Context: an optimization exercise on an open-source flow, tuned for small area, a short achievable clock period and few clock cycles per item. The choices shown serve that exercise and are no tape-out recipe.
Function was checked by simulation only, so behaviour that the tests miss may differ from the original.

## flow/run.sh

```bash
#!/bin/bash
# Standard layout (bash standard.sh, its synthesis unchanged), with the ports
# buffered by buf_2 cells and timing repair aiming for a larger setup slack.
set -e
cp standard.sh standard.sh.log
export BUFFER_PORTS_ARGS="-buffer_cell sky130_fd_sc_hd__buf_2"
export SETUP_SLACK_MARGIN=10.0
bash standard.sh > standard_run.log 2>&1
```

## standard.sh

```bash
#!/bin/bash
# synth_recipe.tcl (not shown) runs the flow's synth.tcl, then flattens the netlist and writes it again
# the make line also repeats each setting of config.mk as NAME=value (left out here)
make -C /OpenROAD-flow-scripts/flow DESIGN_CONFIG=/design/flow/config.mk WORK_HOME=/design/flow/orfs CLKGATE_MAP_FILE= SYNTH_SCRIPT=/design/flow/synth_recipe.tcl "${@:-finish}"
```

## config.mk

```make
export PLATFORM = sky130hd
export DESIGN_NAME = epoch_seconds_to_date
export DESIGN_NICKNAME = epoch_seconds_to_date
export VERILOG_FILES = /design/flow/design.v
export SDC_FILE = /design/flow/constraint.sdc
export NUM_CORES = 4
export LEC_CHECK = 0
export CAP_MARGIN = 20
export CORE_MARGIN = 2
export CORE_UTILIZATION = 40
export SLEW_MARGIN = 20
export SYNTH_HIERARCHICAL = 1
```

## constraint.sdc

```tcl
create_clock -name core_clock -period 20.0 [get_ports {i_clk}]
set_input_delay 4.0000 -clock core_clock [delete_from_list [all_inputs] [get_ports {i_clk}]]
set_output_delay 4.0000 -clock core_clock [all_outputs]
set_load 0.01 [all_outputs]
```

## design.v

```verilog
`timescale 1ns / 1ps
module epoch_seconds_to_date (
    input  logic        i_clk,
    input  logic        i_rst_n,
    input  logic        start,
    output logic        busy,
    input  logic [31:0] i_epoch_seconds,
    output logic        o_done,
    output logic [11:0] o_year,
    output logic [3:0]  o_month,
    output logic [4:0]  o_day,
    output logic [4:0]  o_hour,
    output logic [5:0]  o_minute,
    output logic [5:0]  o_second
);
    localparam logic [31:0] SKIP_2100 = 32'd4107542400;
    logic [24:0] q;
    logic [0:0]  skip;
    logic        lz_a;
    assign q    = i_epoch_seconds[31:7];
    assign skip = i_epoch_seconds >= SKIP_2100;
    logic a1;
    logic a2;
    logic a3;
    logic a4;
    logic a5;
    logic a6;
    logic a7;
    logic a8;
    logic a9;
    logic a10;
    logic a11;
    logic a12;
    logic a13;
    logic a14;
    logic a15;
    logic a16;
    logic a17;
    logic a18;
    logic a19;
    logic a20;
    logic a21;
    logic a22;
    logic a23;
    logic a24;
    logic a25;
    logic a26;
    logic a27;
    logic a28;
    logic a29;
    logic a30;
    logic a31;
    logic a32;
    logic a33;
    logic a34;
    logic a35;
    logic a36;
    logic a37;
    logic a38;
    logic a39;
    logic a40;
    logic a41;
    logic a42;
    logic a43;
    logic a44;
    logic a45;
    logic a46;
    logic a47;
    logic a48;
    logic a49;
    logic a50;
    logic a51;
    logic a52;
    logic a53;
    logic a54;
    logic a55;
    logic a56;
    logic a57;
    logic a58;
    logic a59;
    logic a60;
    logic a61;
    logic a62;
    logic a63;
    logic a64;
    logic a65;
    logic a66;
    logic a67;
    logic a68;
    logic a69;
    logic a70;
    logic a71;
    logic a72;
    logic a73;
    logic a74;
    logic a75;
    logic a76;
    logic a77;
    logic a78;
    logic a79;
    logic a80;
    logic a81;
    logic a82;
    logic a83;
    logic a84;
    logic a85;
    logic a86;
    logic a87;
    logic a88;
    logic a89;
    logic a90;
    logic a91;
    logic a92;
    logic a93;
    logic a94;
    logic a95;
    logic a96;
    logic a97;
    logic a98;
    logic a99;
    logic a100;
    logic a101;
    logic a102;
    logic a103;
    logic a104;
    logic a105;
    logic a106;
    logic a107;
    logic a108;
    logic a109;
    logic a110;
    logic a111;
    logic a112;
    logic a113;
    logic a114;
    logic a115;
    logic a116;
    logic a117;
    logic a118;
    logic a119;
    logic a120;
    logic a121;
    logic a122;
    logic a123;
    logic a124;
    logic a125;
    logic a126;
    logic a127;
    logic a128;
    logic a129;
    logic a130;
    logic a131;
    logic [18:0] dq_a, dq_b, dq_s;
    logic [15:0] dq;
    logic a132;
    logic a133;
    logic a134;
    logic a135;
    logic a136;
    logic a137;
    logic a138;
    logic a139;
    logic [8:0] n_yq_a, n_yq_b, n_yq_s;
    logic [7:0] n_yq;
    logic a140;
    logic a141;
    logic a142;
    logic a143;
    logic a144;
    logic a145;
    logic a146;
    logic a147;
    logic a148;
    logic a149;
    logic a150;
    logic a151;
    logic a152;
    logic a153;
    logic a154;
    logic a155;
    logic a156;
    logic a157;
    logic a158;
    logic a159;
    logic a160;
    logic a161;
    logic a162;
    logic a163;
    logic a164;
    logic a165;
    logic a166;
    logic a167;
    logic a168;
    logic a169;
    logic a170;
    logic a171;
    logic a172;
    logic a173;
    logic a174;
    logic a175;
    logic a176;
    logic a177;
    logic a178;
    logic a179;
    logic a180;
    logic a181;
    logic a182;
    logic a183;
    logic a184;
    logic a185;
    logic a186;
    logic a187;
    logic a188;
    logic a189;
    logic a190;
    logic a191;
    logic a192;
    logic [10:0] n_rem0_n_a, n_rem0_n_b, n_rem0_n_s;
    logic [10:0] n_rem0_n;
    logic [10:0] n_rem0;
    logic a193;
    logic a194;
    logic a195;
    logic a196;
    logic a197;
    logic a198;
    logic a199;
    logic a200;
    logic a201;
    logic a202;
    logic a203;
    logic a204;
    logic a205;
    logic a206;
    logic a207;
    logic a208;
    logic a209;
    logic a210;
    logic a211;
    logic a212;
    logic a213;
    logic a214;
    logic a215;
    logic a216;
    logic a217;
    logic a218;
    logic a219;
    logic a220;
    logic a221;
    logic a222;
    logic a223;
    logic a224;
    logic a225;
    logic a226;
    logic a227;
    logic a228;
    logic a229;
    logic a230;
    logic a231;
    logic a232;
    logic a233;
    logic a234;
    logic a235;
    logic a236;
    logic a237;
    logic a238;
    logic a239;
    logic a240;
    logic a241;
    logic a242;
    logic a243;
    logic a244;
    logic a245;
    logic a246;
    logic a247;
    logic a248;
    logic a249;
    logic a250;
    logic a251;
    logic a252;
    logic a253;
    logic a254;
    logic a255;
    logic a256;
    logic a257;
    logic a258;
    logic a259;
    logic a260;
    logic a261;
    logic a262;
    logic a263;
    logic a264;
    logic a265;
    logic a266;
    logic a267;
    logic a268;
    logic a269;
    logic a270;
    logic a271;
    logic a272;
    logic a273;
    logic a274;
    logic a275;
    logic a276;
    logic a277;
    logic a278;
    logic a279;
    logic a280;
    logic a281;
    logic a282;
    logic a283;
    logic a284;
    logic a285;
    logic a286;
    logic a287;
    logic a288;
    logic a289;
    logic a290;
    logic a291;
    logic a292;
    logic a293;
    logic a294;
    logic a295;
    logic a296;
    logic a297;
    logic a298;
    logic a299;
    logic [12:0] n_doy0_a, n_doy0_b, n_doy0_s;
    logic [9:0] n_doy0;
    logic a300;
    logic a301;
    logic a302;
    logic a303;
    logic a304;
    logic a305;
    logic a306;
    logic a307;
    logic a308;
    logic a309;
    logic a310;
    logic a311;
    logic a312;
    logic a313;
    logic a314;
    logic a315;
    logic a316;
    logic a317;
    logic a318;
    logic [11:0] n_doyb_a, n_doyb_b, n_doyb_s;
    logic [8:0] n_doyb;
    assign lz_a = n_yq[1:0] == 2'd0;
    esd_ha u_a1 (.a(q[19]), .b(q[16]), .s(a1), .co(a2));
    esd_ha u_a3 (.a(q[20]), .b(q[17]), .s(a3), .co(a4));
    esd_ha u_a5 (.a(q[21]), .b(q[18]), .s(a5), .co(a6));
    esd_ha u_a7 (.a(q[22]), .b(q[19]), .s(a7), .co(a8));
    esd_fa u_a9 (.a(q[21]), .b(q[18]), .c(q[8]), .s(a9), .co(a10));
    esd_fa u_a11 (.a(q[22]), .b(q[19]), .c(q[9]), .s(a11), .co(a12));
    esd_ha u_a13 (.a(q[17]), .b(q[14]), .s(a13), .co(a14));
    esd_fa u_a15 (.a(q[23]), .b(q[20]), .c(q[10]), .s(a15), .co(a16));
    esd_fa u_a17 (.a(q[18]), .b(q[15]), .c(q[8]), .s(a17), .co(a18));
    esd_ha u_a19 (.a(q[24]), .b(q[21]), .s(a19), .co(a20));
    assign a21 = ~q[11];
    esd_fa u_a22 (.a(a1), .b(q[9]), .c(a21), .s(a22), .co(a23));
    esd_ha u_a24 (.a(q[22]), .b(q[12]), .s(a24), .co(a25));
    esd_fa u_a26 (.a(a3), .b(q[10]), .c(a2), .s(a26), .co(a27));
    esd_ha u_a28 (.a(q[23]), .b(q[13]), .s(a28), .co(a29));
    esd_fa u_a30 (.a(a5), .b(q[11]), .c(a4), .s(a30), .co(a31));
    esd_ha u_a32 (.a(q[24]), .b(q[14]), .s(a32), .co(a33));
    esd_fa u_a34 (.a(a7), .b(q[12]), .c(a6), .s(a34), .co(a35));
    esd_fa u_a36 (.a(q[23]), .b(q[20]), .c(q[13]), .s(a36), .co(a37));
    assign a38 = a8 ^ q[15];
    assign a39 = a8 & ~q[15];
    esd_fa u_a40 (.a(q[24]), .b(q[21]), .c(q[14]), .s(a40), .co(a41));
    assign a42 = ~q[17];
    esd_fa u_a43 (.a(q[22]), .b(q[15]), .c(a42), .s(a43), .co(a44));
    esd_ha u_a45 (.a(q[23]), .b(q[16]), .s(a45), .co(a46));
    esd_ha u_a47 (.a(q[24]), .b(q[17]), .s(a47), .co(a48));
    esd_ha u_a49 (.a(q[16]), .b(q[13]), .s(a49), .co(a50));
    assign a51 = ~a11;
    esd_fa u_a52 (.a(a13), .b(q[7]), .c(a51), .s(a52), .co(a53));
    assign a54 = ~a15;
    esd_fa u_a55 (.a(a17), .b(a14), .c(a54), .s(a55), .co(a56));
    assign a57 = ~a19;
    esd_fa u_a58 (.a(a22), .b(a18), .c(a57), .s(a58), .co(a59));
    assign a60 = ~a24;
    esd_fa u_a61 (.a(a26), .b(a23), .c(a60), .s(a61), .co(a62));
    assign a63 = ~a28;
    esd_fa u_a64 (.a(a30), .b(a27), .c(a63), .s(a64), .co(a65));
    assign a66 = ~a32;
    esd_fa u_a67 (.a(a34), .b(a31), .c(a66), .s(a67), .co(a68));
    assign a69 = ~a38;
    esd_fa u_a70 (.a(a36), .b(a35), .c(a69), .s(a70), .co(a71));
    esd_fa u_a72 (.a(a40), .b(q[16]), .c(a37), .s(a72), .co(a73));
    assign a74 = a43 ^ a41;
    assign a75 = a43 | a41;
    assign a76 = ~q[18];
    esd_fa u_a77 (.a(a45), .b(a44), .c(a76), .s(a77), .co(a78));
    assign a79 = ~q[19];
    esd_fa u_a80 (.a(a47), .b(a46), .c(a79), .s(a80), .co(a81));
    assign a82 = ~q[20];
    esd_fa u_a83 (.a(q[18]), .b(a48), .c(a82), .s(a83), .co(a84));
    esd_ha u_a85 (.a(a49), .b(q[6]), .s(a85), .co(a86));
    assign a87 = ~a10;
    esd_fa u_a88 (.a(a52), .b(a50), .c(a87), .s(a88), .co(a89));
    assign a90 = ~a12;
    esd_fa u_a91 (.a(a55), .b(a53), .c(a90), .s(a91), .co(a92));
    assign a93 = ~a16;
    esd_fa u_a94 (.a(a58), .b(a56), .c(a93), .s(a94), .co(a95));
    assign a96 = ~a20;
    esd_fa u_a97 (.a(a61), .b(a59), .c(a96), .s(a97), .co(a98));
    assign a99 = ~a25;
    esd_fa u_a100 (.a(a64), .b(a62), .c(a99), .s(a100), .co(a101));
    assign a102 = ~a29;
    esd_fa u_a103 (.a(a67), .b(a65), .c(a102), .s(a103), .co(a104));
    assign a105 = ~a33;
    esd_fa u_a106 (.a(a70), .b(a68), .c(a105), .s(a106), .co(a107));
    esd_fa u_a108 (.a(a72), .b(a39), .c(a71), .s(a108), .co(a109));
    assign a110 = ~a73;
    esd_fa u_a111 (.a(a74), .b(q[16]), .c(a110), .s(a111), .co(a112));
    assign a113 = a77 ^ a75;
    assign a114 = a77 | a75;
    assign a115 = a80 ^ a78;
    assign a116 = a80 | a78;
    assign a117 = a83 ^ a81;
    assign a118 = a83 | a81;
    esd_fa u_a119 (.a(q[21]), .b(q[19]), .c(a84), .s(a119), .co(a120));
    assign a121 = ~q[21];
    esd_fa u_a122 (.a(q[22]), .b(q[20]), .c(a121), .s(a122), .co(a123));
    assign a124 = ~q[22];
    esd_fa u_a125 (.a(q[23]), .b(q[21]), .c(a124), .s(a125), .co(a126));
    assign a127 = ~q[23];
    esd_fa u_a128 (.a(q[24]), .b(q[22]), .c(a127), .s(a128), .co(a129));
    assign a130 = q[23] ^ q[24];
    assign a131 = q[23] & ~q[24];
    assign dq_a = {~q[24], ~a130, a128, a125, a122, a119, ~a117, ~a115, ~a113, ~a111, a108, a106, a103, a100, a97, a94, a91, a88, a85};
    assign dq_b = {a131, a129, a126, a123, a120, a118, a116, a114, ~a112, a109, a107, a104, a101, a98, a95, a92, a89, a86, ~a9};
    assign dq_s = dq_a + dq_b;
    assign dq = dq_s[18:3];
    esd_ha u_a132 (.a(q[21]), .b(q[17]), .s(a132), .co(a133));
    esd_ha u_a134 (.a(q[22]), .b(q[18]), .s(a134), .co(a135));
    assign a136 = q[23] ^ q[19];
    assign a137 = q[23] | q[19];
    esd_ha u_a138 (.a(q[24]), .b(q[20]), .s(a138), .co(a139));
    assign n_yq_a = {1'b0, q[24], q[23], q[22], q[21], a138, ~a136, a134, a132};
    assign n_yq_b = {1'b0, 1'b0, 1'b0, 1'b0, a139, a137, a135, a133, 1'b1};
    assign n_yq_s = n_yq_a + n_yq_b;
    assign n_yq = n_yq_s[8:1];
    esd_ha u_a140 (.a(dq[7]), .b(dq[6]), .s(a140), .co(a141));
    esd_fa u_a142 (.a(dq[8]), .b(dq[7]), .c(dq[3]), .s(a142), .co(a143));
    esd_fa u_a144 (.a(dq[9]), .b(dq[8]), .c(dq[4]), .s(a144), .co(a145));
    esd_ha u_a146 (.a(dq[2]), .b(dq[0]), .s(a146), .co(a147));
    esd_fa u_a148 (.a(dq[10]), .b(dq[9]), .c(dq[5]), .s(a148), .co(a149));
    assign a150 = ~q[10];
    esd_fa u_a151 (.a(dq[3]), .b(dq[1]), .c(a150), .s(a151), .co(a152));
    esd_ha u_a153 (.a(dq[5]), .b(dq[4]), .s(a153), .co(a154));
    esd_fa u_a155 (.a(dq[6]), .b(dq[5]), .c(dq[1]), .s(a155), .co(a156));
    esd_fa u_a157 (.a(a140), .b(dq[2]), .c(dq[0]), .s(a157), .co(a158));
    esd_fa u_a159 (.a(a142), .b(dq[1]), .c(a141), .s(a159), .co(a160));
    esd_fa u_a161 (.a(a144), .b(a146), .c(a143), .s(a161), .co(a162));
    esd_fa u_a163 (.a(a148), .b(a151), .c(a145), .s(a163), .co(a164));
    esd_ha u_a165 (.a(dq[1]), .b(dq[0]), .s(a165), .co(a166));
    assign a167 = ~q[2];
    esd_fa u_a168 (.a(dq[2]), .b(dq[1]), .c(a167), .s(a168), .co(a169));
    assign a170 = ~q[3];
    esd_fa u_a171 (.a(dq[3]), .b(dq[2]), .c(a170), .s(a171), .co(a172));
    assign a173 = ~q[4];
    esd_fa u_a174 (.a(dq[4]), .b(dq[3]), .c(a173), .s(a174), .co(a175));
    assign a176 = ~q[5];
    esd_fa u_a177 (.a(a153), .b(dq[0]), .c(a176), .s(a177), .co(a178));
    assign a179 = ~q[6];
    esd_fa u_a180 (.a(a155), .b(a154), .c(a179), .s(a180), .co(a181));
    assign a182 = ~q[7];
    esd_fa u_a183 (.a(a157), .b(a156), .c(a182), .s(a183), .co(a184));
    assign a185 = ~q[8];
    esd_fa u_a186 (.a(a159), .b(a158), .c(a185), .s(a186), .co(a187));
    assign a188 = ~q[9];
    esd_fa u_a189 (.a(a161), .b(a160), .c(a188), .s(a189), .co(a190));
    esd_fa u_a191 (.a(a163), .b(a147), .c(a162), .s(a191), .co(a192));
    assign n_rem0_n_a = {a191, a189, a186, a183, a180, a177, a174, a171, a168, a165, ~q[0]};
    assign n_rem0_n_b = {a190, a187, a184, a181, a178, a175, a172, a169, a166, ~q[1], dq[0]};
    assign n_rem0_n_s = n_rem0_n_a + n_rem0_n_b;
    assign n_rem0_n = n_rem0_n_s[10:0];
    assign n_rem0 = ~n_rem0_n;
    esd_ha u_a193 (.a(n_yq[3]), .b(n_yq[1]), .s(a193), .co(a194));
    esd_ha u_a195 (.a(n_yq[4]), .b(n_yq[2]), .s(a195), .co(a196));
    esd_ha u_a197 (.a(n_yq[5]), .b(n_yq[3]), .s(a197), .co(a198));
    esd_ha u_a199 (.a(n_yq[6]), .b(n_yq[4]), .s(a199), .co(a200));
    esd_fa u_a201 (.a(n_yq[7]), .b(n_yq[5]), .c(n_yq[2]), .s(a201), .co(a202));
    assign a203 = n_yq[0] ^ n_yq[2];
    assign a204 = n_yq[0] | n_yq[2];
    esd_ha u_a205 (.a(n_yq[2]), .b(n_yq[0]), .s(a205), .co(a206));
    esd_ha u_a207 (.a(n_yq[5]), .b(n_yq[7]), .s(a207), .co(a208));
    assign a209 = ~n_yq[6];
    esd_fa u_a210 (.a(a195), .b(a194), .c(a209), .s(a210), .co(a211));
    esd_fa u_a212 (.a(a197), .b(n_yq[0]), .c(a196), .s(a212), .co(a213));
    esd_fa u_a214 (.a(a199), .b(n_yq[1]), .c(a198), .s(a214), .co(a215));
    assign a216 = ~n_yq[0];
    esd_fa u_a217 (.a(a201), .b(a200), .c(a216), .s(a217), .co(a218));
    esd_ha u_a219 (.a(a203), .b(skip[0]), .s(a219), .co(a220));
    esd_fa u_a221 (.a(n_yq[1]), .b(n_yq[3]), .c(a204), .s(a221), .co(a222));
    assign a223 = ~n_yq[0];
    esd_fa u_a224 (.a(n_yq[2]), .b(n_yq[4]), .c(a223), .s(a224), .co(a225));
    assign a226 = ~n_yq[1];
    esd_fa u_a227 (.a(n_yq[3]), .b(n_yq[5]), .c(a226), .s(a227), .co(a228));
    assign a229 = ~a205;
    esd_fa u_a230 (.a(n_yq[4]), .b(n_yq[6]), .c(a229), .s(a230), .co(a231));
    assign a232 = ~a207;
    esd_fa u_a233 (.a(a193), .b(a206), .c(a232), .s(a233), .co(a234));
    assign a235 = ~a210;
    esd_ha u_a236 (.a(a208), .b(a235), .s(a236), .co(a237));
    assign a238 = ~n_yq[7];
    esd_fa u_a239 (.a(a212), .b(a211), .c(a238), .s(a239), .co(a240));
    assign a241 = a214 ^ a213;
    assign a242 = a214 | a213;
    assign a243 = a217 ^ a215;
    assign a244 = a217 | a215;
    esd_ha u_a245 (.a(a94), .b(a92), .s(a245), .co(a246));
    esd_fa u_a247 (.a(a97), .b(a95), .c(a220), .s(a247), .co(a248));
    assign a249 = ~a224;
    esd_fa u_a250 (.a(a100), .b(a98), .c(a249), .s(a250), .co(a251));
    assign a252 = ~a227;
    esd_fa u_a253 (.a(a103), .b(a101), .c(a252), .s(a253), .co(a254));
    assign a255 = ~a230;
    esd_fa u_a256 (.a(a106), .b(a104), .c(a255), .s(a256), .co(a257));
    esd_fa u_a258 (.a(a108), .b(a107), .c(a233), .s(a258), .co(a259));
    assign a260 = ~a111;
    esd_fa u_a261 (.a(a109), .b(a234), .c(a260), .s(a261), .co(a262));
    esd_fa u_a263 (.a(a113), .b(a112), .c(a237), .s(a263), .co(a264));
    assign a265 = ~a115;
    esd_fa u_a266 (.a(a114), .b(a240), .c(a265), .s(a266), .co(a267));
    assign a268 = ~a117;
    esd_fa u_a269 (.a(a116), .b(a242), .c(a268), .s(a269), .co(a270));
    esd_ha u_a271 (.a(a245), .b(a219), .s(a271), .co(a272));
    assign a273 = ~a221;
    esd_fa u_a274 (.a(a247), .b(a246), .c(a273), .s(a274), .co(a275));
    assign a276 = ~a222;
    esd_fa u_a277 (.a(a250), .b(a248), .c(a276), .s(a277), .co(a278));
    assign a279 = ~a225;
    esd_fa u_a280 (.a(a253), .b(a251), .c(a279), .s(a280), .co(a281));
    assign a282 = ~a228;
    esd_fa u_a283 (.a(a256), .b(a254), .c(a282), .s(a283), .co(a284));
    assign a285 = ~a231;
    esd_fa u_a286 (.a(a258), .b(a257), .c(a285), .s(a286), .co(a287));
    assign a288 = ~a236;
    esd_fa u_a289 (.a(a261), .b(a259), .c(a288), .s(a289), .co(a290));
    assign a291 = ~a263;
    esd_fa u_a292 (.a(a239), .b(a262), .c(a291), .s(a292), .co(a293));
    assign a294 = ~a266;
    esd_fa u_a295 (.a(a241), .b(a264), .c(a294), .s(a295), .co(a296));
    assign a297 = ~a243;
    esd_fa u_a298 (.a(a269), .b(a267), .c(a297), .s(a298), .co(a299));
    assign n_doy0_a = {a298, ~a295, a292, a289, a286, a283, a280, a277, a274, a271, a91, a88, a85};
    assign n_doy0_b = {~a296, a293, a290, a287, a284, a281, a278, a275, a272, 1'b1, a89, a86, ~a9};
    assign n_doy0_s = n_doy0_a + n_doy0_b;
    assign n_doy0 = n_doy0_s[12:3];
    esd_ha u_a300 (.a(a271), .b(lz_a), .s(a300), .co(a301));
    esd_fa u_a302 (.a(a274), .b(a272), .c(a301), .s(a302), .co(a303));
    assign a304 = a277 ^ a275;
    assign a305 = a277 | a275;
    assign a306 = a280 ^ a278;
    assign a307 = a280 | a278;
    esd_ha u_a308 (.a(a283), .b(a281), .s(a308), .co(a309));
    assign a310 = a286 ^ a284;
    assign a311 = a286 | a284;
    assign a312 = a289 ^ a287;
    assign a313 = a289 | a287;
    esd_ha u_a314 (.a(a292), .b(a290), .s(a314), .co(a315));
    assign a316 = ~a293;
    esd_ha u_a317 (.a(a295), .b(a316), .s(a317), .co(a318));
    assign n_doyb_a = {~a317, a314, ~a312, ~a310, a308, ~a306, ~a304, a302, 1'b0, a91, a88, a85};
    assign n_doyb_b = {a315, a313, a311, a309, a307, a305, a303, 1'b1, a300, a89, a86, ~a9};
    assign n_doyb_s = n_doyb_a + n_doyb_b;
    assign n_doyb = n_doyb_s[11:3];
    logic        r_vld;
    logic [10:0] r_rem0;
    logic [9:0]  r_doy0;
    logic [8:0]  r_doyb;
    logic [7:0]  r_yq;
    logic [6:0]  r_s7;        
    always_ff @(posedge i_clk) begin
        if (!i_rst_n) r_vld <= 1'b0;
        else          r_vld <= start;
    end
    always_ff @(posedge i_clk) begin
        r_rem0 <= n_rem0;
        r_doy0 <= n_doy0;
        r_doyb <= n_doyb;
        r_yq   <= n_yq;
        r_s7   <= i_epoch_seconds[6:0];
    end
    logic        negr;
    logic        negy;
    logic        lz;
    logic        wrap;
    logic [8:0]  base;
    logic [8:0]  doy;         
    logic [3:0]  mp;          
    logic [8:0]  mstart;
    logic        jf;          
    logic [11:0] year_m1, year_0, year_p1;
    assign negr = r_rem0[10];
    assign negy = r_doy0[9];
    assign lz   = r_yq[1:0] == 2'd0;
    assign base = negy ? r_doyb : r_doy0[8:0];
    assign wrap = negr && (base == 9'd0);
    assign doy  = wrap ? 9'd364 + 9'(lz) : base - 9'(negr);
    assign year_m1 = 12'd1967 + 12'(r_yq);
    assign year_0  = 12'd1968 + 12'(r_yq);
    assign year_p1 = 12'd1969 + 12'(r_yq);
    always_comb begin
        mp = 4'd0;
        if (doy >= 9'd31)  mp = 4'd1;
        if (doy >= 9'd61)  mp = 4'd2;
        if (doy >= 9'd92)  mp = 4'd3;
        if (doy >= 9'd122) mp = 4'd4;
        if (doy >= 9'd153) mp = 4'd5;
        if (doy >= 9'd184) mp = 4'd6;
        if (doy >= 9'd214) mp = 4'd7;
        if (doy >= 9'd245) mp = 4'd8;
        if (doy >= 9'd275) mp = 4'd9;
        if (doy >= 9'd306) mp = 4'd10;
        if (doy >= 9'd337) mp = 4'd11;
        case (mp)
            4'd0:    mstart = 9'd0;
            4'd1:    mstart = 9'd31;
            4'd2:    mstart = 9'd61;
            4'd3:    mstart = 9'd92;
            4'd4:    mstart = 9'd122;
            4'd5:    mstart = 9'd153;
            4'd6:    mstart = 9'd184;
            4'd7:    mstart = 9'd214;
            4'd8:    mstart = 9'd245;
            4'd9:    mstart = 9'd275;
            4'd10:   mstart = 9'd306;
            default: mstart = 9'd337;
        endcase
    end
    logic [13:0] u;
    logic [15:0] x;
    logic w1;
    logic w2;
    logic w3;
    logic w4;
    logic w5;
    logic w6;
    logic w7;
    logic w8;
    logic w9;
    logic w10;
    logic w11;
    logic w12;
    logic w13;
    logic w14;
    logic w15;
    logic w16;
    logic w17;
    logic w18;
    logic w19;
    logic w20;
    logic w21;
    logic w22;
    logic w23;
    logic w24;
    logic w25;
    logic w26;
    logic w27;
    logic w28;
    logic w29;
    logic w30;
    logic w31;
    logic w32;
    logic w33;
    logic w34;
    logic w35;
    logic w36;
    logic w37;
    logic w38;
    logic w39;
    logic w40;
    logic w41;
    logic w42;
    logic w43;
    logic w44;
    logic w45;
    logic w46;
    logic w47;
    logic w48;
    logic w49;
    logic w50;
    logic w51;
    logic w52;
    logic w53;
    logic w54;
    logic w55;
    logic w56;
    logic w57;
    logic w58;
    logic w59;
    logic w60;
    logic w61;
    logic w62;
    logic w63;
    logic w64;
    logic w65;
    logic w66;
    logic w67;
    logic w68;
    logic w69;
    logic w70;
    logic w71;
    logic w72;
    logic w73;
    logic w74;
    logic w75;
    logic [13:0] h0_a, h0_b, h0_s;
    logic [4:0] h0;
    logic w76;
    logic w77;
    logic w78;
    logic w79;
    logic w80;
    logic w81;
    logic w82;
    logic w83;
    logic w84;
    logic w85;
    logic w86;
    logic w87;
    logic w88;
    logic w89;
    logic w90;
    logic w91;
    logic w92;
    logic w93;
    logic w94;
    logic w95;
    logic w96;
    logic w97;
    logic w98;
    logic w99;
    logic w100;
    logic w101;
    logic w102;
    logic w103;
    logic w104;
    logic w105;
    logic w106;
    logic w107;
    logic w108;
    logic w109;
    logic w110;
    logic w111;
    logic w112;
    logic w113;
    logic w114;
    logic w115;
    logic w116;
    logic w117;
    logic w118;
    logic w119;
    logic w120;
    logic w121;
    logic w122;
    logic w123;
    logic w124;
    logic w125;
    logic w126;
    logic w127;
    logic w128;
    logic w129;
    logic w130;
    logic w131;
    logic w132;
    logic w133;
    logic w134;
    logic w135;
    logic w136;
    logic w137;
    logic w138;
    logic w139;
    logic w140;
    logic w141;
    logic w142;
    logic [11:0] mt0_a, mt0_b, mt0_s;
    logic [5:0] mt0;
    assign u = {r_rem0, r_s7[6:4]};
    assign x = {r_rem0, r_s7[6:2]};
    esd_ha u_w1 (.a(u[9]), .b(u[7]), .s(w1), .co(w2));
    esd_fa u_w3 (.a(u[10]), .b(u[8]), .c(u[7]), .s(w3), .co(w4));
    esd_ha u_w5 (.a(u[3]), .b(u[0]), .s(w5), .co(w6));
    esd_fa u_w7 (.a(u[11]), .b(u[9]), .c(u[8]), .s(w7), .co(w8));
    esd_ha u_w9 (.a(u[4]), .b(u[1]), .s(w9), .co(w10));
    esd_fa u_w11 (.a(u[12]), .b(u[10]), .c(u[9]), .s(w11), .co(w12));
    esd_ha u_w13 (.a(u[5]), .b(u[2]), .s(w13), .co(w14));
    esd_fa u_w15 (.a(u[11]), .b(u[10]), .c(u[6]), .s(w15), .co(w16));
    assign w17 = ~u[3];
    esd_ha u_w18 (.a(u[13]), .b(w17), .s(w18), .co(w19));
    esd_fa u_w20 (.a(u[12]), .b(u[11]), .c(u[7]), .s(w20), .co(w21));
    esd_fa u_w22 (.a(u[12]), .b(u[8]), .c(u[5]), .s(w22), .co(w23));
    esd_ha u_w24 (.a(w1), .b(u[6]), .s(w24), .co(w25));
    esd_fa u_w26 (.a(w3), .b(w5), .c(w2), .s(w26), .co(w27));
    esd_fa u_w28 (.a(w7), .b(w9), .c(w4), .s(w28), .co(w29));
    esd_fa u_w30 (.a(w11), .b(w13), .c(w8), .s(w30), .co(w31));
    esd_fa u_w32 (.a(w15), .b(w12), .c(w14), .s(w32), .co(w33));
    assign w34 = ~u[4];
    esd_fa u_w35 (.a(w20), .b(w16), .c(w34), .s(w35), .co(w36));
    esd_fa u_w37 (.a(w22), .b(w21), .c(u[4]), .s(w37), .co(w38));
    esd_fa u_w39 (.a(u[9]), .b(u[6]), .c(w23), .s(w39), .co(w40));
    esd_ha u_w41 (.a(u[10]), .b(u[7]), .s(w41), .co(w42));
    esd_ha u_w43 (.a(u[11]), .b(u[8]), .s(w43), .co(w44));
    esd_ha u_w45 (.a(u[12]), .b(u[9]), .s(w45), .co(w46));
    esd_ha u_w47 (.a(w24), .b(u[2]), .s(w47), .co(w48));
    assign w49 = w26 ^ w25;
    assign w50 = w26 | w25;
    esd_fa u_w51 (.a(w28), .b(w6), .c(w27), .s(w51), .co(w52));
    esd_fa u_w53 (.a(w30), .b(w10), .c(w29), .s(w53), .co(w54));
    assign w55 = ~w18;
    esd_fa u_w56 (.a(w32), .b(w31), .c(w55), .s(w56), .co(w57));
    assign w58 = ~w19;
    esd_fa u_w59 (.a(w35), .b(w33), .c(w58), .s(w59), .co(w60));
    assign w61 = ~u[13];
    esd_fa u_w62 (.a(w37), .b(w36), .c(w61), .s(w62), .co(w63));
    assign w64 = ~u[13];
    esd_fa u_w65 (.a(w39), .b(w38), .c(w64), .s(w65), .co(w66));
    assign w67 = w41 ^ w40;
    assign w68 = w41 | w40;
    assign w69 = w43 ^ w42;
    assign w70 = w43 | w42;
    assign w71 = w45 ^ w44;
    assign w72 = w45 | w44;
    assign w73 = ~u[13];
    esd_fa u_w74 (.a(u[10]), .b(w46), .c(w73), .s(w74), .co(w75));
    assign h0_a = {~u[12], ~u[11], w74, ~w71, ~w69, ~w67, w65, w62, w59, w56, w53, w51, ~w49, w47};
    assign h0_b = {u[11], w75, w72, w70, w68, w66, w63, w60, w57, w54, w52, w50, w48, ~u[13]};
    assign h0_s = h0_a + h0_b;
    assign h0 = h0_s[13:9];
    esd_ha u_w76 (.a(x[11]), .b(x[7]), .s(w76), .co(w77));
    esd_ha u_w78 (.a(x[12]), .b(x[8]), .s(w78), .co(w79));
    esd_ha u_w80 (.a(x[13]), .b(x[9]), .s(w80), .co(w81));
    esd_ha u_w82 (.a(x[14]), .b(x[10]), .s(w82), .co(w83));
    esd_fa u_w84 (.a(x[11]), .b(x[7]), .c(x[3]), .s(w84), .co(w85));
    esd_ha u_w86 (.a(x[12]), .b(x[8]), .s(w86), .co(w87));
    esd_ha u_w88 (.a(x[13]), .b(x[9]), .s(w88), .co(w89));
    esd_ha u_w90 (.a(x[14]), .b(x[10]), .s(w90), .co(w91));
    esd_ha u_w92 (.a(x[14]), .b(x[10]), .s(w92), .co(w93));
    assign w94 = ~x[15];
    esd_fa u_w95 (.a(w76), .b(x[3]), .c(w94), .s(w95), .co(w96));
    esd_fa u_w97 (.a(w78), .b(x[4]), .c(x[0]), .s(w97), .co(w98));
    esd_fa u_w99 (.a(w80), .b(x[5]), .c(x[1]), .s(w99), .co(w100));
    esd_fa u_w101 (.a(w82), .b(x[6]), .c(x[2]), .s(w101), .co(w102));
    assign w103 = ~x[15];
    esd_fa u_w104 (.a(w84), .b(w83), .c(w103), .s(w104), .co(w105));
    esd_fa u_w106 (.a(w86), .b(x[4]), .c(w85), .s(w106), .co(w107));
    esd_fa u_w108 (.a(w88), .b(x[5]), .c(w87), .s(w108), .co(w109));
    esd_fa u_w110 (.a(w90), .b(x[6]), .c(w89), .s(w110), .co(w111));
    esd_fa u_w112 (.a(x[11]), .b(x[7]), .c(w91), .s(w112), .co(w113));
    esd_ha u_w114 (.a(x[12]), .b(x[8]), .s(w114), .co(w115));
    esd_ha u_w116 (.a(x[13]), .b(x[9]), .s(w116), .co(w117));
    esd_ha u_w118 (.a(w92), .b(x[6]), .s(w118), .co(w119));
    assign w120 = w95 ^ w93;
    assign w121 = w95 | w93;
    esd_fa u_w122 (.a(w97), .b(w77), .c(w96), .s(w122), .co(w123));
    esd_fa u_w124 (.a(w99), .b(w79), .c(w98), .s(w124), .co(w125));
    esd_fa u_w126 (.a(w101), .b(w81), .c(w100), .s(w126), .co(w127));
    assign w128 = w104 ^ w102;
    assign w129 = w104 | w102;
    assign w130 = w106 ^ w105;
    assign w131 = w106 | w105;
    assign w132 = w108 ^ w107;
    assign w133 = w108 | w107;
    assign w134 = w110 ^ w109;
    assign w135 = w110 | w109;
    assign w136 = ~x[15];
    esd_fa u_w137 (.a(w112), .b(w111), .c(w136), .s(w137), .co(w138));
    assign w139 = w114 ^ w113;
    assign w140 = w114 | w113;
    assign w141 = w116 ^ w115;
    assign w142 = w116 | w115;
    assign mt0_a = {~w141, ~w139, w137, ~w134, ~w132, ~w130, ~w128, w126, w124, w122, ~w120, w118};
    assign mt0_b = {w140, w138, w135, w133, w131, w129, w127, w125, w123, w121, w119, x[2]};
    assign mt0_s = mt0_a + mt0_b;
    assign mt0 = mt0_s[11:6];
    assign busy     = 1'b0;
    assign o_done   = r_vld;
    assign jf       = doy >= 9'd306;
    assign o_year   = (jf == (negy || wrap)) ? year_0 : (jf ? year_p1 : year_m1);
    assign o_month  = jf ? mp - 4'd9 : mp + 4'd3;
    assign o_day    = 5'(doy) - 5'(mstart) + 5'd1;
    assign o_hour   = h0 + (negr ? 5'd24 : 5'd0);
    assign o_minute = mt0 + {h0[3:0], 2'b00};
    assign o_second = {x[3:0] + mt0[3:0], r_s7[1:0]};
endmodule
module esd_fa (
    input  logic a,
    input  logic b,
    input  logic c,
    output logic s,
    output logic co
);
    assign s  = a ^ b ^ c;
    assign co = (a & b) | (a & c) | (b & c);
endmodule
module esd_ha (
    input  logic a,
    input  logic b,
    output logic s,
    output logic co
);
    assign s  = a ^ b;
    assign co = a & b;
endmodule
```

==> results.json, run 1 <==
{
  "core_area_mm2": 0.0219,
  "slowest_delay_ns": 0.52,
  "cts_tree": "built",
  "place_ws_ns": 9.30,
  "htree_num_levels": 2,
  "wl_per_cell_um": 14.2,
  "antenna_found_initial": 0,
  "cts-root-buf": "clkbuf_16",
  "min-delay-start": "i_epoch_seconds[3]",
  "cpMaxStageDelayCell": "fa_1",
  "crit_family": "adder cells",
  "final-instance-count-excl-fill": 1276,
  "status": "complete, no violations",
  "rows": 54,
  "area_growth_pct": 12.0,
  "crit_chain": "buf_2 -> ha_1 -> fa_1 -> fa_1 -> fa_1 -> ha_1 -> a21boi_4 -> o211ai_1 -> a31o_2 -> o21ai_4 -> o21a_1 -> nor2_1 -> xnor2_2 -> fa_1 -> fa_1 -> fa_1 -> ha_1 -> or4_1 -> nand3_1",
  "initial_core_util_pct": 40.8,
  "ys.flop_type": "dfxtp_1",
  "drc": 0,
  "startpoint_type": "primary input",
  "timing.fmax_mhz": 103,
  "critPathBufInv": 1,
  "worst_pin_slew_ns": 0.876,
  "viasPerCell": 4.92,
  "hold_viol_final": 0,
  "async_reset_ff_share_pct": 0,
  "hpwl_um": 15800,
  "synth_area_mm2": 0.00892,
  "synth_top_area_share_pct": 26.9,
  "synth_cell_type_count": 79,
  "numCtsBuffers": 5,
  "portBuffers": 73,
  "worst-path-max-fanout": 6,
  "gp_congestion": 0.882,
  "cp.required_ns": 20.22,
  "drt-pass1-iter-count": 4,
  "cts-hold-fix-buffers": 0,
  "clkTransAtPathRegs_ns": 0.07,
  "grt_max_degree": 25,
  "cp.depth": 19,
  "finalCritPeriodShare_pct": 48.7,
  "grt_pass1_vias": 6613,
  "slew_viol_final": 0,
  "die_area_mm2": 0.0235,
  "synth_area_leaders": "fa_1 27%, ha_1 24%, dfxtp_1 10%, inv_1 7.3%, xnor2_1 4.9%",
  "final_layout_size_suffix_gt1_share_pct": 14.0,
  "overflow": 0,
  "min_path_type": "primary input to flop",
  "syn_nets": 1239,
  "rsz0062_at_grt": "false",
  "arrival_ns": 9.97,
  "ctsLongestPathBuffers": 2,
  "fin_ws_ns": 10.26,
  "die_h_um": 153,
  "synth-edff-count": 0,
  "yosys_warnings": 7,
  "ios": 75,
  "crit_top_cell": "fa_1",
  "whs_path_depth": 1,
  "synth_cells": 916,
  "seq_area_frac_synth_pct": 10.3,
  "synth-seq-cells": 46,
  "fin_tns_setup_ns": 0,
  "antenna_cells": 0,
  "via_count": 6278,
  "yosysTopAreaCell": "fa_1",
  "fin_crit_ns": 9.74,
  "drt-initial-drc-count": 201,
  "grt_use_total_pct": 15.9,
  "clock-sinks": 46,
  "fin_nets": 1318,
  "critPathKind": "primary input to flop",
  "dp.cells": 1263,
  "relSlewSlack_pct": 41.4,
  "postSynthAreaPerCell_um2": 9.74,
  "fp.dieW_um": 153,
  "routed_wl_um": 18100,
  "cap_violations": 0,
  "grt_pass1_wl_um": 31400,
  "hold_end": "r_s7[3]",
  "setup_viol_count_final": 0,
  "endpoint_kind": "flop",
  "drtAntennaViolNets": 0,
  "n_fill_cell": 2129
}
==> cells in the mapped netlist, types with 3 or more instances <==
cell,number
nor2b_1,8
fa_1,120
ha_1,168
a21boi_0,6
nand2_1,30
buf_6,3
nor2_1,54
mux2_2,4
o22ai_1,4
xnor2_1,50
and3b_1,3
a211oi_1,4
o31ai_1,3
buf_4,4
nor4_1,4
a21oi_1,31
xor2_1,15
nand4_1,3
nor4b_1,4
o21ai_0,28
o21ai_1,3
and2_1,3
nand2b_1,6
inv_1,173
o21a_1,12
nor4_4,3
o31a_1,3
o211ai_1,6
nor3_1,21
or2_2,3
a21o_1,10
mux2i_1,11
nand3_1,9
dfxtp_1,46
==> sequential cells by signal (all words and copies together) (netlist names) <==
| name | count |
|---|---|
| r_doy0 | 10 |
| r_doyb | 9 |
| r_rem0 | 11 |
| r_s7 | 7 |
| r_vld | 1 |
| r_yq | 8 |
==> logic make-up after synthesis <==
logic type	share of synthesized area (%)
compound gates	11.3
xor+xnor	6.81
fa+ha+maj	50.5
buf+inv	8.03
flops	10.3
mux	2.12
other cells	0.0420
simple gates	10.9
==> final cells by class <==
| class | instances | area (um^2) | share of cell area [%] |
|---|---|---|---|
| clock inverter | 3 | 43.8 | 0.438 |
| clock buffer | 5 | 125 | 1.25 |
| tap | 280 | 350 | 3.51 |
| inverter | 173 | 649 | 6.50 |
| timing repair buffer | 80 | 448 | 4.48 |
| multi-input combinational | 689 | 7460 | 74.6 |
| sequential | 46 | 921 | 9.21 |
==> modules after synthesis, one instance, submodules excluded <==
module / flops+latches / copies in the design / cell area, um^2 / cells inside
epoch_seconds_to_date: 46 / 1 / 5950 / 747
esd_fa: 0 / 114 / 20.0 / 1
esd_ha: 0 / 55 / 12.5 / 1
==> worst max path at each step <==
| stage | slack (ns) | endpoint | start |
|---|---|---|---|
| 5_1_grt | 10.0 | o_day[4] | r_doy0[9] |
| 3_5_place_dp | 9.30 | r_rem0[10] | i_epoch_seconds[29] |
| 3_3_place_gp | 9.53 | r_rem0[10] | i_epoch_seconds[29] |
| 4_1_cts | 10.03 | r_rem0[10] | i_epoch_seconds[26] |
| 2_1_floorplan | 10.07 | r_rem0[10] | i_epoch_seconds[26] |
| 6_report | 10.26 | r_rem0[10] | i_epoch_seconds[26] |
==> metrics by stage <==
step	util (%)	instance area (um^2)	hold slack [ns]
final	45.7	9990	3.81
after floorplan	-	8920	4.03
after CTS	44.7	9790	3.80
after detailed placement	43.8	9590	4.10
after global routing	45.7	9990	3.79
after global placement	43.8	9590	4.10
==> layer usage <==
metal	up-vias	global-route usage (%)	wire, um
li1	3209	-	-
met1	2982	21.6	8860
met2	73	28.3	8660
met3	14	0.936	340
met4	0	3.01	236
met5	-	0	0
==> cells in the final DEF, fill, tap and decap left out, types with 3 or more instances in the layout <==
cell type | Yosys | layout
a21o_1 | 10 | 10
a21boi_0 | 6 | 5
xor2_1 | 15 | 14
dfxtp_1 | 46 | 46
and2_1 | 3 | 3
nor4b_1 | 4 | 3
nor2_1 | 54 | 52
buf_2 | 0 | 71
or2_2 | 3 | 3
buf_4 | 4 | 5
nor4_4 | 3 | 3
mux2i_1 | 11 | 11
clkbuf_16 | 0 | 5
o21ai_1 | 3 | 5
nand2_1 | 30 | 30
ha_1 | 168 | 165
nor4_1 | 4 | 4
fa_1 | 120 | 120
a21oi_1 | 31 | 31
nor3_1 | 21 | 20
nand2b_1 | 6 | 6
o211ai_1 | 6 | 6
xnor2_1 | 50 | 46
o21ai_0 | 28 | 24
xnor2_2 | 1 | 5
inv_1 | 173 | 173
nor2b_1 | 8 | 8
mux2_2 | 4 | 4
o31ai_1 | 3 | 3
nand4_1 | 3 | 3
and3b_1 | 3 | 3
o21a_1 | 12 | 12
nand3_1 | 9 | 9
a211oi_1 | 4 | 4
o31a_1 | 3 | 3
==> what timing repair did <==
action | in CTS | in global routing
setup endpoints to repair | 4 | 4
gates cloned | 0 | 0
gates resized for setup | 8 | 31
setup buffers | 0 | 5
pin swaps | 0 | 13
Testbench counts, summed over its fixed seeds: cycles 3,208, items 3,200.
==> run 2, diff against run 1 <==
--- a/design.v
+++ b/design.v
@@ -16,7 +16,6 @@
     localparam logic [31:0] SKIP_2100 = 32'd4107542400;
     logic [24:0] q;
     logic [0:0]  skip;
-    logic        lz_a;
     assign q    = i_epoch_seconds[31:7];
     assign skip = i_epoch_seconds >= SKIP_2100;
     logic a1;
@@ -327,28 +326,6 @@
     logic a299;
     logic [12:0] n_doy0_a, n_doy0_b, n_doy0_s;
     logic [9:0] n_doy0;
-    logic a300;
-    logic a301;
-    logic a302;
-    logic a303;
-    logic a304;
-    logic a305;
-    logic a306;
-    logic a307;
-    logic a308;
-    logic a309;
-    logic a310;
-    logic a311;
-    logic a312;
-    logic a313;
-    logic a314;
-    logic a315;
-    logic a316;
-    logic a317;
-    logic a318;
-    logic [11:0] n_doyb_a, n_doyb_b, n_doyb_s;
-    logic [8:0] n_doyb;
-    assign lz_a = n_yq[1:0] == 2'd0;
     esd_ha u_a1 (.a(q[19]), .b(q[16]), .s(a1), .co(a2));
     esd_ha u_a3 (.a(q[20]), .b(q[17]), .s(a3), .co(a4));
     esd_ha u_a5 (.a(q[21]), .b(q[18]), .s(a5), .co(a6));
@@ -553,28 +530,9 @@
     assign n_doy0_b = {~a296, a293, a290, a287, a284, a281, a278, a275, a272, 1'b1, a89, a86, ~a9};
     assign n_doy0_s = n_doy0_a + n_doy0_b;
     assign n_doy0 = n_doy0_s[12:3];
-    esd_ha u_a300 (.a(a271), .b(lz_a), .s(a300), .co(a301));
-    esd_fa u_a302 (.a(a274), .b(a272), .c(a301), .s(a302), .co(a303));
-    assign a304 = a277 ^ a275;
-    assign a305 = a277 | a275;
-    assign a306 = a280 ^ a278;
-    assign a307 = a280 | a278;
-    esd_ha u_a308 (.a(a283), .b(a281), .s(a308), .co(a309));
-    assign a310 = a286 ^ a284;
-    assign a311 = a286 | a284;
-    assign a312 = a289 ^ a287;
-    assign a313 = a289 | a287;
-    esd_ha u_a314 (.a(a292), .b(a290), .s(a314), .co(a315));
-    assign a316 = ~a293;
-    esd_ha u_a317 (.a(a295), .b(a316), .s(a317), .co(a318));
-    assign n_doyb_a = {~a317, a314, ~a312, ~a310, a308, ~a306, ~a304, a302, 1'b0, a91, a88, a85};
-    assign n_doyb_b = {a315, a313, a311, a309, a307, a305, a303, 1'b1, a300, a89, a86, ~a9};
-    assign n_doyb_s = n_doyb_a + n_doyb_b;
-    assign n_doyb = n_doyb_s[11:3];
     logic        r_vld;
     logic [10:0] r_rem0;
     logic [9:0]  r_doy0;
-    logic [8:0]  r_doyb;
     logic [7:0]  r_yq;
     logic [6:0]  r_s7;        
     always_ff @(posedge i_clk) begin
@@ -584,7 +542,6 @@
     always_ff @(posedge i_clk) begin
         r_rem0 <= n_rem0;
         r_doy0 <= n_doy0;
-        r_doyb <= n_doyb;
         r_yq   <= n_yq;
         r_s7   <= i_epoch_seconds[6:0];
     end
@@ -592,6 +549,7 @@
     logic        negy;
     logic        lz;
     logic        wrap;
+    logic [8:0]  doyb;
     logic [8:0]  base;
     logic [8:0]  doy;         
     logic [3:0]  mp;          
@@ -601,7 +559,8 @@
     assign negr = r_rem0[10];
     assign negy = r_doy0[9];
     assign lz   = r_yq[1:0] == 2'd0;
-    assign base = negy ? r_doyb : r_doy0[8:0];
+    assign doyb = r_doy0[8:0] + 9'd365 + 9'(lz);
+    assign base = negy ? doyb : r_doy0[8:0];
     assign wrap = negr && (base == 9'd0);
     assign doy  = wrap ? 9'd364 + 9'(lz) : base - 9'(negr);
     assign year_m1 = 12'd1967 + 12'(r_yq);
==> run 2 against run 1 <==
  * First-iteration DRC count up 28%
  * Worst hold slack better by 0.0067 ns
  * Synthesized cell count fell by 4.0%
  * Die area shrank 5.3%
  * Non-clock buffer count grew 26
  * Largest cell class unchanged
  * Cell area decreased by 0.65%
  * Worst setup slack worse by 0.045 ns
  * Via count shrank 1.7%
  * Still clean
  * Maximum frequency shrank 0.46%
  * Flip-flop and latch count decreased by 9
==> results.json, run 2 <==
{
  "endpoint_kind": "flop",
  "crit_chain": "buf_12 -> fa_1 -> inv_2 -> fa_1 -> fa_1 -> ha_1 -> and3b_1 -> o21ai_2 -> a21boi_2 -> o21a_1 -> o21a_1 -> o41a_1 -> a41o_1 -> o21ai_1 -> nand2b_1 -> xor2_2 -> fa_1 -> fa_1 -> fa_1 -> ha_4 -> a21oi_2 -> xnor2_1",
  "async_reset_ff_share_pct": 0,
  "synth_area_leaders": "fa_1 28%, ha_1 23%, dfxtp_1 8.8%, inv_1 7.2%, xnor2_1 5.0%",
  "cap_violations": 0,
  "drt-initial-drc-count": 258,
  "cpMaxStageDelayCell": "fa_1",
  "cts_tree": "built",
  "seq_area_frac_synth_pct": 8.78,
  "drtAntennaViolNets": 0,
  "final_layout_size_suffix_gt1_share_pct": 19.5,
  "status": "complete, no violations",
  "fin_nets": 1292,
  "antenna_found_initial": 0,
  "viasPerCell": 4.91,
  "hold_viol_final": 0,
  "setup_viol_count_final": 0,
  "timing.fmax_mhz": 102,
  "final_area_mm2": 0.00993,
  "synthTopCellsByCount": "161 x inv_1, 157 x ha_1, 119 x fa_1",
  "clkTransAtPathRegs_ns": 0.06,
  "postSynthAreaPerCell_um2": 9.60,
  "yosysTopAreaCell": "fa_1",
  "fin_ws_ns": 10.21,
  "final_cell_mix": "158 x inv_1, 149 x ha_1, 119 x fa_1",
  "fin_crit_ns": 9.79,
  "clock-sinks": 37,
  "synth-compound-area-share_pct": 12.6,
  "yosys_warnings": 7,
  "cp.required_ns": 20.17,
  "numCtsBuffers": 5,
  "synth_cell_type_count": 81,
  "grt_pass1_wl_um": 29500,
  "fin_tns_setup_ns": 0,
  "gp_congestion": 0.884,
  "finalCritPeriodShare_pct": 48.9,
  "slew_viol_final": 0,
  "place_area_mm2": 0.00907,
  "place_ws_ns": 9.56,
  "synth_area_mm2": 0.00844,
  "synth-edff-count": 0,
  "rsz0062_at_grt": "true",
  "fin_util_pct": 47.5,
  "htree_num_levels": 2,
  "synth_mux_area_share_pct": 1.22,
  "synth_top_family_by_area": "adder cells",
  "grt_max_degree": 24,
  "arrival_ns": 9.96,
  "yosysMostFrequentCell": "inv_1",
  "synthSimpleGateAreaFrac_pct": 10.1,
  "worst-path-max-fanout": 4,
  "syn_nets": 1190,
  "hpwl_um": 14600,
  "drt-pass1-iter-count": 4,
  "area_growth_pct": 17.7,
  "worst_pin_slew_ns": 0.757,
  "synth_top_area_share_pct": 28.2,
  "routed_wl_um": 17900,
  "rows": 53,
  "crit_top_cell": "fa_1",
  "drc": 0,
  "via_count": 6169,
  "initial_core_util_pct": 40.4,
  "core_area_mm2": 0.0209,
  "overflow": 0,
  "synth-seq-cells": 37,
  "holdWs_ns": 3.81,
  "die_area_mm2": 0.0223,
  "final_common_cell": "inv_1",
  "reg_top3": "r_rem0 (11), r_doy0 (10), r_yq (8)",
  "antenna_cells": 0,
  "critPathKind": "primary input to flop",
  "min_path_type": "primary input to flop",
  "ctsLongestPathBuffers": 2,
  "final-instance-count-excl-fill": 1257,
  "grt_pass1_vias": 6249,
  "wl_per_cell_um": 14.2,
  "largest_reg_flops": 11,
  "regMostFlops": "r_rem0",
  "grt_use_total_pct": 16.3,
  "die_h_um": 149,
  "synth_cells": 879,
  "ios": 75,
  "ys.flop_type": "dfxtp_1",
  "synth_fa_ha_area_share_pct": 51.5,
  "relSlewSlack_pct": 49.3,
  "startpoint_type": "primary input",
  "portBuffers": 73,
  "fp.dieW_um": 149,
  "dp.cells": 1217,
  "cts-root-buf": "clkbuf_16",
  "slowest_delay_ns": 0.54,
  "synth_xor_area_share_pct": 7.65
}
run 2: cell count changes after synthesis, moves of 7 or more:
cell,change
inv_1,-12
ha_1,-11
nor2_1,-10
dfxtp_1,-9
nand2b_1,+9
xor2_1,+7
run 2: kinds of logic after synthesis:
logic type | Yosys count
AOI/OAI and AO/OA | 148
adders and majority gates | 276
buffers and inverters | 173
xor gates and xnor gates | 72
muxes | 10
DFF | 37
other | 1
and+or+nand+nor | 162
run 2: modules after synthesis, one instance, submodules excluded:
| module | flip-flops and latches | cell area, um^2 | copies in the design | cells |
|---|---|---|---|---|
| esd_fa | 0 | 20.0 | 113 | 1 |
| esd_ha | 0 | 12.5 | 51 | 1 |
| epoch_seconds_to_date | 37 | 5540 | 1 | 715 |
run 2: timing repair:
item | in CTS | in global routing
setup endpoints to repair | 5 | 6
resized for setup | 16 | 68
setup buffers | 5 | 27
pin swaps | 2 | 50
hold buffers | 0 | 0
run 2: layer usage:
metal | up-vias | share of wire (%) | global-route usage [%] | wire, um
met5 | - | 0 | 0 | 0
met4 | 0 | 1.2 | 3.05 | 217
met3 | 15 | 2.5 | 1.53 | 442
met2 | 93 | 49 | 27.8 | 8700
met1 | 2934 | 48 | 22.7 | 8530
li1 | 3127 | - | - | -
run 2: path summary, 6_finish.rpt:
path | cells past startpoint | end | startpoint | slack (ns)
worst max-delay path | 22 | r_rem0[10] | i_epoch_seconds[26] | 10.21
worst min-delay path | 1 | r_s7[2] | i_epoch_seconds[2] | 3.81
run 2: area by class of cell:
cell class	count	area [um^2]
fillers	2000	11000
multi-input cells	669	7410
flip-flops and latches	37	742
repair buffers	106	649
inverters	162	608
well taps	275	344
clock buffers	6	139
clock inverters	2	37.5
run 2: worst max-delay path: cells and delay by family:
family | cells | cell delay (ns)
AO/OA/AOI/OAI | 8 | 1.73
XOR/XNOR | 2 | 0.30
adder cells (fa/ha/maj) | 8 | 3.46
AND/OR/NAND/NOR | 2 | 0.28
buffers and inverters | 2 | 0.15
Testbench counts of run 2, summed over its fixed seeds: cycles 3,208, items 3,200.
==> run 3, diff against run 2 <==
--- a/flow/run.sh
+++ b/flow/run.sh
@@ -4,5 +4,5 @@
 set -e
 cp standard.sh standard.sh.log
 export BUFFER_PORTS_ARGS="-buffer_cell sky130_fd_sc_hd__buf_2"
-export SETUP_SLACK_MARGIN=10.0
+export SETUP_SLACK_MARGIN=10.7
 bash standard.sh > standard_run.log 2>&1
==> run 3 against run 2 <==
  * Flip-flop and latch count is the same
  * Highest routed layer unchanged
  * Worst hold slack got worse by 0.0023 ns
  * Via count increased by 5.1%
  * First-iteration DRC count rose by 0.39%
  * Global-route usage up 1.4 points
  * Core utilization is 3.1 points higher
  * Worst setup slack better by 0.19 ns
  * Synthesized area unchanged
  * Cell area grew 6.5%
==> results.json, run 3 <==
{
  "status": "complete, no violations",
  "cts_tree": "built",
  "final_layout_size_suffix_gt1_share_pct": 27.2,
  "n_fill_cell": 1915,
  "grt_use_total_pct": 17.7,
  "via_count": 6484,
  "hold_viol_final": 0,
  "hpwl_um": 14800,
  "die_h_um": 149,
  "ios": 75,
  "setup_viol_count_final": 0,
  "fp.dieW_um": 149,
  "final_cell_mix": "153 x inv_1, 148 x ha_1, 118 x fa_1",
  "synth_mux_area_share_pct": 1.22,
  "worst-path-max-fanout": 6,
  "ctsLongestPathBuffers": 2,
  "wl_per_cell_um": 15.0,
  "clkTransAtPathRegs_ns": 0.06,
  "slew_viol_final": 0,
  "min_path_type": "primary input to flop",
  "finalCritPeriodShare_pct": 48.0,
  "yosys_warnings": 7,
  "fin_nets": 1333,
  "yosysMostFrequentCell": "inv_1",
  "antenna_cells": 0,
  "drtAntennaViolNets": 0,
  "synth-compound-area-share_pct": 12.6,
  "async_reset_ff_share_pct": 0,
  "drc": 0,
  "cts-hold-fix-buffers": 0,
  "synth-seq-cells": 37,
  "multi_input_comb_area_mm2": 0.00768,
  "grt_pass1_vias": 6626,
  "synth_xor_area_share_pct": 7.65,
  "syn_nets": 1190,
  "regMostFlops": "r_rem0",
  "routed_wl_um": 19500,
  "fin_tns_setup_ns": 0,
  "drt-initial-drc-count": 259,
  "critPathKind": "primary input to flop",
  "synth-edff-count": 0,
  "final_common_cell": "inv_1",
  "seqCellArea_um2": 764,
  "synth_area_leaders": "fa_1 28%, ha_1 23%, dfxtp_1 8.8%, inv_1 7.2%, xnor2_1 5.0%",
  "grt_pass1_wl_um": 32100,
  "rows": 53,
  "synthSimpleGateAreaFrac_pct": 10.1,
  "rsz0062_at_grt": "true",
  "dp.cells": 1216,
  "endpoint_kind": "flop",
  "worst_pin_slew_ns": 0.798,
  "drt-pass1-iter-count": 5,
  "synth_area_mm2": 0.00844,
  "numCtsBuffers": 5,
  "arrival_ns": 9.81,
  "ys.flop_type": "dfxtp_1",
  "postSynthAreaPerCell_um2": 9.60,
  "synth_cells": 879,
  "cap_violations": 0,
  "synthTopCellsByCount": "161 x inv_1, 157 x ha_1, 119 x fa_1",
  "portBuffers": 73,
  "core_area_mm2": 0.0209,
  "die_area_mm2": 0.0223,
  "synth_top_family_by_area": "adder cells",
  "synth_top_area_share_pct": 28.2,
  "cts-root-buf": "clkbuf_16",
  "area_growth_pct": 25.4,
  "yosysTopAreaCell": "fa_1",
  "final-instance-count-excl-fill": 1298,
  "synth_cell_type_count": 81,
  "gp_congestion": 0.880,
  "initial_core_util_pct": 40.4,
  "seq_area_frac_synth_pct": 8.78,
  "reg_top3": "r_rem0 (11), r_doy0 (10), r_yq (8)",
  "synth_fa_ha_area_share_pct": 51.5,
  "viasPerCell": 5.00,
  "largest_reg_flops": 11,
  "startpoint_type": "primary input",
  "timing.fmax_mhz": 104,
  "fin_crit_ns": 9.60,
  "htree_num_levels": 2,
  "grt_max_degree": 24,
  "clock-sinks": 37,
  "relSlewSlack_pct": 46.4,
  "cp.required_ns": 20.21,
  "antenna_found_initial": 0,
  "overflow": 0
}
==> run 3: changes by cell type in the layout (fill, tap and decap cells not counted), sizes merged <==
cell,change
buf,+41
clkinv,+1
inv,-1
==> run 3: cell type report <==
cell class                 instances  area share [%]
inverter                         162            5.81
clock buffer                       6            1.22
timing repair buffer             147            9.48
clock inverter                     2           0.367
multi-input combinational        669            72.6
sequential                        37            7.23
tap                              275            3.25
==> run 3: worst max-delay path, cell delays in order <==
cell      delay [ns]
buf_4           0.15
ha_1            0.29
fa_1            0.53
fa_1            0.44
fa_1            0.47
ha_1            0.30
a21boi_2        0.17
o21a_1          0.19
o21a_1          0.20
o41a_1          0.37
a21o_1          0.20
a211oi_2        0.21
nor2_2          0.09
fa_1            0.55
fa_1            0.43
fa_1            0.53
ha_4            0.22
a21o_1          0.19
a21oi_2         0.14
xnor2_1         0.12
==> run 3: metrics by stage <==
step	worst slack [ns]	instance area, um^2	util [%]	hold WS, ns
floorplan	10.34	8510	-	4.03
global route	10.14	10600	50.6	3.80
global placement	9.97	9140	43.8	4.10
detailed placement	9.85	9140	43.8	4.10
finish	10.40	10600	50.6	3.81
CTS	10.44	10100	48.4	3.80
==> run 3: kinds of logic (layout without fill, tap and decap cells) <==
logic type      count (synthesis)  after routing
fa+ha+maj                     276            276
buf+inv                       173            317
simple gates                  162            162
compound gates                148            148
xor+xnor                       72             72
flops                          37             37
mux                            10             10
other cells                     1              1
==> run 3: metal layers <==
| metal | vias up | track usage (%) | part of all wire [%] |
|---|---|---|---|
| met5 | - | 0 | 0 |
| met4 | 0 | 4.52 | 2.0 |
| met3 | 33 | 1.50 | 3.2 |
| met2 | 154 | 31.6 | 50 |
| met1 | 3091 | 23.2 | 45 |
| li1 | 3206 | - | - |
==> run 3: final timing paths <==
check / startpoint / endpoint / cells past startpoint
hold / removal: i_epoch_seconds[3] / r_s7[3] / 1
setup / recovery: i_epoch_seconds[23] / r_rem0[10] / 20
==> run 3: Yosys stat by module (local to each module, per instance) <==
module                 cells  cell area [um^2]  times used  flops+latches
epoch_seconds_to_date    715              5540           1             37
esd_fa                     1              20.0         113              0
esd_ha                     1              12.5          51              0
==> run 3: repair_timing <==
item | in CTS | in global routing
gates resized for setup | 89 | 67
pin swaps | 39 | 39
endpoints found under the setup margin | 11 | 15
setup buffers | 49 | 25
==> run 4, diff against run 3 <==
--- a/flow/run.sh
+++ b/flow/run.sh
@@ -4,5 +4,5 @@
 set -e
 cp standard.sh standard.sh.log
 export BUFFER_PORTS_ARGS="-buffer_cell sky130_fd_sc_hd__buf_2"
-export SETUP_SLACK_MARGIN=10.7
+export SETUP_SLACK_MARGIN=9.6
 bash standard.sh > standard_run.log 2>&1
==> run 4 against run 3 <==
  * First-iteration DRC count decreased by 22%
  * Core utilization decreased by 5.2 points
  * Critical path type is now flop to primary output
==> results.json, run 4 <==
{
  "clkTransAtPathRegs_ns": 0.07,
  "numCtsBuffers": 5,
  "crit_family": "compound AO/OA/AOI/OAI gates",
  "fin_nets": 1272,
  "arrival_ns": 6.15,
  "fp.dieW_um": 149,
  "grt_max_degree": 24,
  "slowest_delay_ns": 0.45,
  "slew_viol_final": 0,
  "core_area_mm2": 0.0209,
  "rsz0062_at_grt": "true",
  "ios": 75,
  "portBuffers": 73,
  "critPathKind": "flop to primary output",
  "worst_pin_slew_ns": 0.746,
  "cp.required_ns": 16.00,
  "grt_pass1_vias": 6419,
  "regMostFlops": "r_rem0",
  "drc": 0,
  "worst-path-max-fanout": 10,
  "ctsLongestPathBuffers": 2,
  "reg_top3": "r_rem0 (11), r_doy0 (10), r_yq (8)",
  "area_growth_pct": 12.4,
  "synth_cell_type_count": 81,
  "die_area_mm2": 0.0223,
  "final_layout_size_suffix_gt1_share_pct": 14.2,
  "final-instance-count-excl-fill": 1237,
  "fin_crit_ns": 10.15,
  "gp_congestion": 0.891,
  "whs_path_depth": 1,
  "synth_top_area_share_pct": 28.2,
  "fin_tns_setup_ns": 0,
  "via_count": 6161,
  "wl_per_cell_um": 14.2,
  "startpoint_type": "flop",
  "htree_num_levels": 2,
  "gr-usage-met2_pct": 28.8,
  "finalCritPeriodShare_pct": 50.8,
  "hold_viol_final": 0,
  "drt-pass1-iter-count": 4,
  "synth_cells": 879,
  "postSynthAreaPerCell_um2": 9.60,
  "routed_wl_um": 17600,
  "antenna_cells": 0,
  "drt-initial-drc-count": 203,
  "crit_top_cell": "ha_1",
  "fin_ws_ns": 9.85,
  "yosys_warnings": 7,
  "synth-seq-cells": 37,
  "clock-sinks": 37,
  "relSlewSlack_pct": 49.9,
  "place_ws_ns": 9.44,
  "synth-edff-count": 0,
  "cts-root-buf": "clkbuf_16",
  "min_path_type": "primary input to flop",
  "overflow": 0,
  "drtAntennaViolNets": 0,
  "cpMaxStageDelayCell": "a22oi_2",
  "fin_util_pct": 45.4,
  "cap_violations": 0,
  "min-delay-start": "i_epoch_seconds[2]",
  "final_cell_mix": "161 x inv_1, 156 x ha_1, 119 x fa_1",
  "holdWs_ns": 3.81,
  "grt_use_total_pct": 16.6,
  "endpoint_kind": "primary output",
  "met1_usage_pct": 22.8,
  "syn_nets": 1190,
  "synth_area_leaders": "fa_1 28%, ha_1 23%, dfxtp_1 8.8%, inv_1 7.2%, xnor2_1 5.0%",
  "initial_core_util_pct": 40.4,
  "synth_area_mm2": 0.00844,
  "viasPerCell": 4.98,
  "hpwl_um": 14900,
  "timing.fmax_mhz": 98.5,
  "cts_tree": "built",
  "setup_viol_count_final": 0,
  "synthTopCellsByCount": "161 x inv_1, 157 x ha_1, 119 x fa_1",
  "grt_pass1_wl_um": 30200,
  "rows": 53,
  "antenna_found_initial": 0,
  "n_fill_cell": 2037,
  "die_h_um": 149,
  "cts-hold-fix-buffers": 0,
  "status": "complete, no violations",
  "hold_end": "r_s7[2]",
  "critPathBufInv": 6,
  "grtUsageMet3_pct": 1.47,
  "place_area_mm2": 0.00907,
  "grt-busiest-layer": "met2",
  "dp.cells": 1217,
  "async_reset_ff_share_pct": 0,
  "seq_area_frac_synth_pct": 8.78,
  "largest_reg_flops": 11,
  "yosysTopAreaCell": "fa_1",
  "final_common_cell": "inv_1",
  "yosysMostFrequentCell": "inv_1",
  "ys.flop_type": "dfxtp_1",
  "final_area_mm2": 0.00948
}
==> run 4: per-module statistics from Yosys (local to each module, per instance) <==
module                 times used  cells inside
esd_ha                         51             1
esd_fa                        113             1
epoch_seconds_to_date           1           715
==> run 4: kinds of logic after synthesis <==
group	synth area share, %
AOI/OAI and AO/OA	12.6
xor gates and xnor gates	7.65
adders and majority gates	51.5
buffers and inverters	8.13
DFF	8.78
muxes	1.22
other	0.0445
and+or+nand+nor	10.1
==> run 4: cell type report <==
class                   instances  area [um^2]  share of cell area (%)
inverters                     162          608                    6.41
repair buffers                 86          463                    4.88
multi-input cells             669         7160                    75.5
clock inverters                 2         38.8                   0.409
flip-flops and latches         37          742                    7.82
well taps                     275          344                    3.63
clock buffers                   6          129                    1.36
==> run 4: what timing repair did <==
action	4_1_cts	5_1_grt
cloned	0	0
gates resized for setup	4	24
hold endpoints to repair	0	0
endpoints found under the setup margin	1	5
buffers inserted	0	12
pin swaps	0	5
==> run 4: layer usage <==
metal	wire length (um)	share of wire, %
met1	8480	48
met2	8430	48
met3	421	2.4
met4	279	1.6
met5	0	0
==> run 4: how the worst max path moves through the flow <==
| stage | slack, ns | from | end | cells after the start |
|---|---|---|---|---|
| after detailed placement | 9.44 | i_epoch_seconds[29] | r_rem0[10] | 22 |
| after CTS | 9.60 | r_yq[0] | o_day[4] | 28 |
| after floorplan | 9.97 | i_epoch_seconds[29] | r_rem0[10] | 21 |
| after global routing | 9.48 | r_yq[1] | o_day[4] | 28 |
| after global placement | 9.52 | i_epoch_seconds[29] | r_rem0[10] | 22 |
| final | 9.85 | r_yq[0] | o_day[4] | 29 |

==> afterwards: timing with drivers on the ports <==
How much do the figures lean on ideal ports? The routed layouts below were timed once more, with nothing changed but the port constraints.
Step 1 (the two cells are an assumption about what drives the block):
set clk [get_ports {i_clk}]
set_driving_cell -lib_cell sky130_fd_sc_hd__clkbuf_16 $clk
set_driving_cell -lib_cell sky130_fd_sc_hd__buf_2 [delete_from_list [all_inputs] $clk]
Step 2 also shifts input and output timing later by t, the mid clock arrival at the registers, as if the neighbouring blocks saw the same clock.
Slacks: ideal ports / drivers / drivers and shift; pairs: ideal ports / drivers.
run | t (ns) | slack for setup (ns) | clock arrival spread, ns
run 1 | 0.321 | 10.258 / 10.277 / 9.956 | 0.010 / 0.010
run 2 | 0.321 | 10.213 / 10.206 / 9.885 | 0.005 / 0.004
run 3 | 0.321 | 10.403 / 10.379 / 10.081 | 0.007 / 0.007
run 4 | 0.324 | 9.846 / 9.808 / 9.677 | 0.011 / 0.011
After both steps setup and hold are still met in every run listed. The setup slack of run 2, which loses most, moves by -0.007 ns with the drivers and by -0.328 ns with both steps.
